Context: an optimization exercise on an open-source flow, tuned for small area, a short achievable clock period and few clock cycles per item. The choices shown serve that exercise and are no tape-out recipe.
The RTL was checked by simulation tests, not by an equivalence proof against the original design.
Power and IR drop assume default switching activity.

== run 1 ==
==> flow/design.v <==
`default_nettype none
package cacheCfgPkg;
	localparam int TagWidth = 26;
	localparam int IndexWidth = 3;
	localparam int NumSets = 8;  
	localparam int WordsPerBlock = 2;
	localparam int NumWays = 2;
	typedef logic [TagWidth-1:0] tagT;
	typedef logic [IndexWidth-1:0] indexT;
	typedef enum logic [2:0] {
		Idle,
		WriteBack0,  
		WriteBack1,
		Fill0,  
		Fill1
	} ctrlStateT;
endpackage
`default_nettype wire
`default_nettype none
package cpuTypesPkg;
	typedef logic [31:0] wordT;
	typedef struct packed {
		logic [25:0] tag;  
		logic [2:0] index;  
		logic wordSel;  
		logic [1:0] byteOff;  
	} dAddrFieldsT;
	typedef union packed {
		wordT flat;
		dAddrFieldsT fields;
	} dAddrT;
endpackage
`default_nettype wire
`timescale 1ns/1ps
`default_nettype none
module dcacheTop (
	input logic CLK,
	input logic nRST,
	input logic dmemREN,
	input logic dmemWEN,
	input logic [31:0] dmemAddr,
	input logic [31:0] dmemStore,
	output logic [31:0] dmemLoad,
	output logic dhit,
	output logic dREN,
	output logic dWEN,
	output logic [31:0] dAddr,
	output logic [31:0] dStore,
	input logic [31:0] dLoad,
	input logic dwait
);
	logic [7:0] valid0, valid1, dirty0, dirty1, lru;
	logic [25:0] tag0 [8];
	logic [25:0] tag1 [8];
	logic [31:0] data0 [8][2];
	logic [31:0] data1 [8][2];
	logic hitResp;  
	logic fillResp;  
	logic wb0, wb1, f0, f1;  
	logic drenR, dwenR, dhitR;
	logic hitWay;  
	logic vR;  
	logic [7:0] setR;  
	logic [29:0] addrR;  
	logic [31:0] loadR;  
	logic [31:0] storeR;  
	logic [25:0] reqTag;
	logic [2:0] idx;
	logic ws, req;
	assign reqTag = dmemAddr[31:6];
	assign idx = dmemAddr[5:3];
	assign ws = dmemAddr[2];
	assign req = dmemREN | dmemWEN;
	logic idle;
	assign idle = ~(hitResp | fillResp | wb0 | wb1 | f0 | f1);
	logic [7:0] match0, match1;
	always_comb begin
		for (int s = 0; s < 8; s++) begin
			match0[s] = valid0[s] && (tag0[s] == reqTag);
			match1[s] = valid1[s] && (tag1[s] == reqTag);
		end
	end
	logic [7:0] vdSet;
	assign vdSet = (lru & dirty1) | (~lru & dirty0);  
	logic hit0, hit1, hit, v, vdirty;
	assign hit0 = match0[idx];
	assign hit1 = match1[idx];
	assign hit = hit0 | hit1;
	assign v = lru[idx];
	assign vdirty = vdSet[idx];
	logic look, lookHit, lookMiss;
	assign look = idle & req;
	assign lookHit = look & hit;
	assign lookMiss = look & ~hit;
	logic [31:0] s00, s01, s10, s11;
	assign s00 = data0[idx][0];
	assign s01 = data0[idx][1];
	assign s10 = data1[idx][0];
	assign s11 = data1[idx][1];
	logic [25:0] vtag;
	assign vtag = v ? tag1[idx] : tag0[idx];
	assign dhit = dhitR;
	assign dWEN = dwenR;
	assign dREN = drenR;
	assign dAddr = {addrR, 2'b00};
	assign dStore = storeR;
	assign dmemLoad = loadR;
	logic fillTake, fillDone;
	assign fillTake = ~dwait & (f0 | f1);
	assign fillDone = ~dwait & f1;
	logic nWb0, nWb1, nF0, nF1;
	assign nWb0 = (lookMiss & vdirty) | (wb0 & dwait);
	assign nWb1 = (wb0 & ~dwait) | (wb1 & dwait);
	assign nF0 = (lookMiss & ~vdirty) | (wb1 & ~dwait) | (f0 & dwait);
	assign nF1 = (f0 & ~dwait) | (f1 & dwait);
	logic [31:0] rd0, rd1, fillWord;
	assign rd0 = ws ? s01 : s00;
	assign rd1 = ws ? s11 : s10;
	assign fillWord = (f1 & ~ws) ? (vR ? s10 : s00) : dLoad;
	logic fillPhase;
	assign fillPhase = f0 | f1;
	logic wbTag;
	assign wbTag = idle ? vdirty : (wb0 | (wb1 & dwait));
	always_ff @(posedge CLK) begin
		addrR <= {(wbTag ? vtag : reqTag), idx, nWb1 | nF1};
		case ({v, nWb1})
			2'b00: storeR <= s00;
			2'b01: storeR <= s01;
			2'b10: storeR <= s10;
			default: storeR <= s11;
		endcase
		loadR <= hit1 ? (fillPhase ? fillWord : rd1) : (fillPhase ? fillWord : rd0);
		if (idle) begin
			hitWay <= hit1;
			vR <= v;
			setR <= 8'b1 << idx;
		end
	end
	logic storeHit;
	assign storeHit = hitResp & dmemWEN;
	logic [31:0] writeData;
	assign writeData = (hitResp | (dmemWEN & (ws == f1))) ? dmemStore : dLoad;
	logic [1:0] we0, we1;
	always_comb begin
		for (int k = 0; k < 2; k++) begin
			we0[k] = (storeHit & ~hitWay & (ws == k)) | (fillTake & ~vR & (f1 == k));
			we1[k] = (storeHit & hitWay & (ws == k)) | (fillTake & vR & (f1 == k));
		end
	end
	always_ff @(posedge CLK) begin
		for (int s = 0; s < 8; s++) begin
			for (int k = 0; k < 2; k++) begin
				if (setR[s] & we0[k]) data0[s][k] <= writeData;
				if (setR[s] & we1[k]) data1[s][k] <= writeData;
			end
			if (setR[s] & fillDone & ~vR) tag0[s] <= reqTag;
			if (setR[s] & fillDone & vR) tag1[s] <= reqTag;
		end
	end
	always_ff @(posedge CLK or negedge nRST) begin
		if (!nRST) begin
			hitResp <= 1'b0;
			fillResp <= 1'b0;
			wb0 <= 1'b0;
			wb1 <= 1'b0;
			f0 <= 1'b0;
			f1 <= 1'b0;
			drenR <= 1'b0;
			dwenR <= 1'b0;
			dhitR <= 1'b0;
			valid0 <= '0;
			valid1 <= '0;
			dirty0 <= '0;
			dirty1 <= '0;
			lru <= '0;
		end else begin
			hitResp <= lookHit;
			fillResp <= fillDone;
			dhitR <= lookHit | fillDone;
			wb0 <= nWb0;
			wb1 <= nWb1;
			f0 <= nF0;
			f1 <= nF1;
			dwenR <= nWb0 | nWb1;
			drenR <= nF0 | nF1;
			for (int s = 0; s < 8; s++) begin
				if (setR[s] & hitResp) begin
					lru[s] <= ~hitWay;
					if (dmemWEN) begin
						if (hitWay) dirty1[s] <= 1'b1;
						else dirty0[s] <= 1'b1;
					end
				end
				if (setR[s] & fillDone) begin
					lru[s] <= ~vR;
					if (vR) begin
						valid1[s] <= 1'b1;
						dirty1[s] <= dmemWEN;
					end else begin
						valid0[s] <= 1'b1;
						dirty0[s] <= dmemWEN;
					end
				end
			end
		end
	end
endmodule
`default_nettype wire
export LEC_CHECK = 0
export ABC_CLOCK_PERIOD_IN_PS = 2500
export CAP_MARGIN = 20
export CORE_MARGIN = 2
export CORE_UTILIZATION = 55
export CTS_CLUSTER_DIAMETER = 70
export CTS_CLUSTER_SIZE = 25
export SETUP_SLACK_MARGIN = 4.5
export SLEW_MARGIN = 20
export TNS_END_PERCENT = 5
create_clock -name core_clock -period 7.5 [get_ports {CLK}]
run.sh (not shown) runs the stock make flow with config.mk's settings and CLKGATE_MAP_FILE= SYNTH_SCRIPT=/design/flow/synth_recipe.tcl, a recipe that flattens the netlist after the stock synthesis.
Having completed the whole flow, run 1 delivered a layout that passed the timing, design-rule and antenna checks.
Testbench counts of run 1, summed over its fixed seeds: cycles 124,981, items 24,000.
Setup changes, run 1 to run 2
# run 1
export LEC_CHECK = 0
export ABC_CLOCK_PERIOD_IN_PS = 2500
export CAP_MARGIN = 20
export CORE_MARGIN = 2
export CORE_UTILIZATION = 55
export CTS_CLUSTER_DIAMETER = 70
export CTS_CLUSTER_SIZE = 25
export SETUP_SLACK_MARGIN = 4.5
export SLEW_MARGIN = 20
export TNS_END_PERCENT = 5
create_clock -name core_clock -period 7.5 [get_ports {CLK}]
# run 2
export LEC_CHECK = 0
export ABC_CLOCK_PERIOD_IN_PS = 2500
export CAP_MARGIN = 20
export CORE_MARGIN = 2
export CORE_UTILIZATION = 55
export CTS_CLUSTER_DIAMETER = 70
export CTS_CLUSTER_SIZE = 25
export SETUP_SLACK_MARGIN = 5.0
export SLEW_MARGIN = 20
export TNS_END_PERCENT = 5
create_clock -name core_clock -period 7.5 [get_ports {CLK}]
Results
Run 2 | stages: all done | timing, DRC, antenna: all pass
Per the comparison of run 2 with run 1, worst-case clock skew increased by 0.0082 ns relative to the old numbers, area share of fa/ha/maj cells after synthesis closely matched the old numbers.
Taking run 1 as the reference, in run 2 overall power of the completed layout shows an increase of 3.4%, number of non-filler instances in the completed layout shows an increase of about 3%.

==> what the ideal ports hide <==
How much do the figures lean on ideal ports? The routed layouts below were timed once more, with nothing changed but the port constraints. Step 1 (the two cells are an assumption about what drives the block):
set clk [get_ports {CLK}]
set_driving_cell -lib_cell sky130_fd_sc_hd__clkbuf_16 $clk
set_driving_cell -lib_cell sky130_fd_sc_hd__buf_2 [delete_from_list [all_inputs] $clk]
Step 2, shift: input delay + t, output delay - t, t = (earliest + latest rising clock arrival at the registers) / 2. This alone moves slack from input paths to output paths. a / b / c = ideal ports / drivers / drivers and shift; a / b = the first two.
run	t (ns)	slack for setup (ns)	slew at the worst register clock pin (ns)
run 1	0.857	4.248 / 4.000 / 3.144	0.11 / 0.11
run 2	0.863	4.315 / 4.049 / 3.186	0.11 / 0.11
After both steps every run listed still meets setup and hold. The setup slack of run 2, which loses most, moves by -0.266 ns with the drivers and by -1.129 ns with both steps.
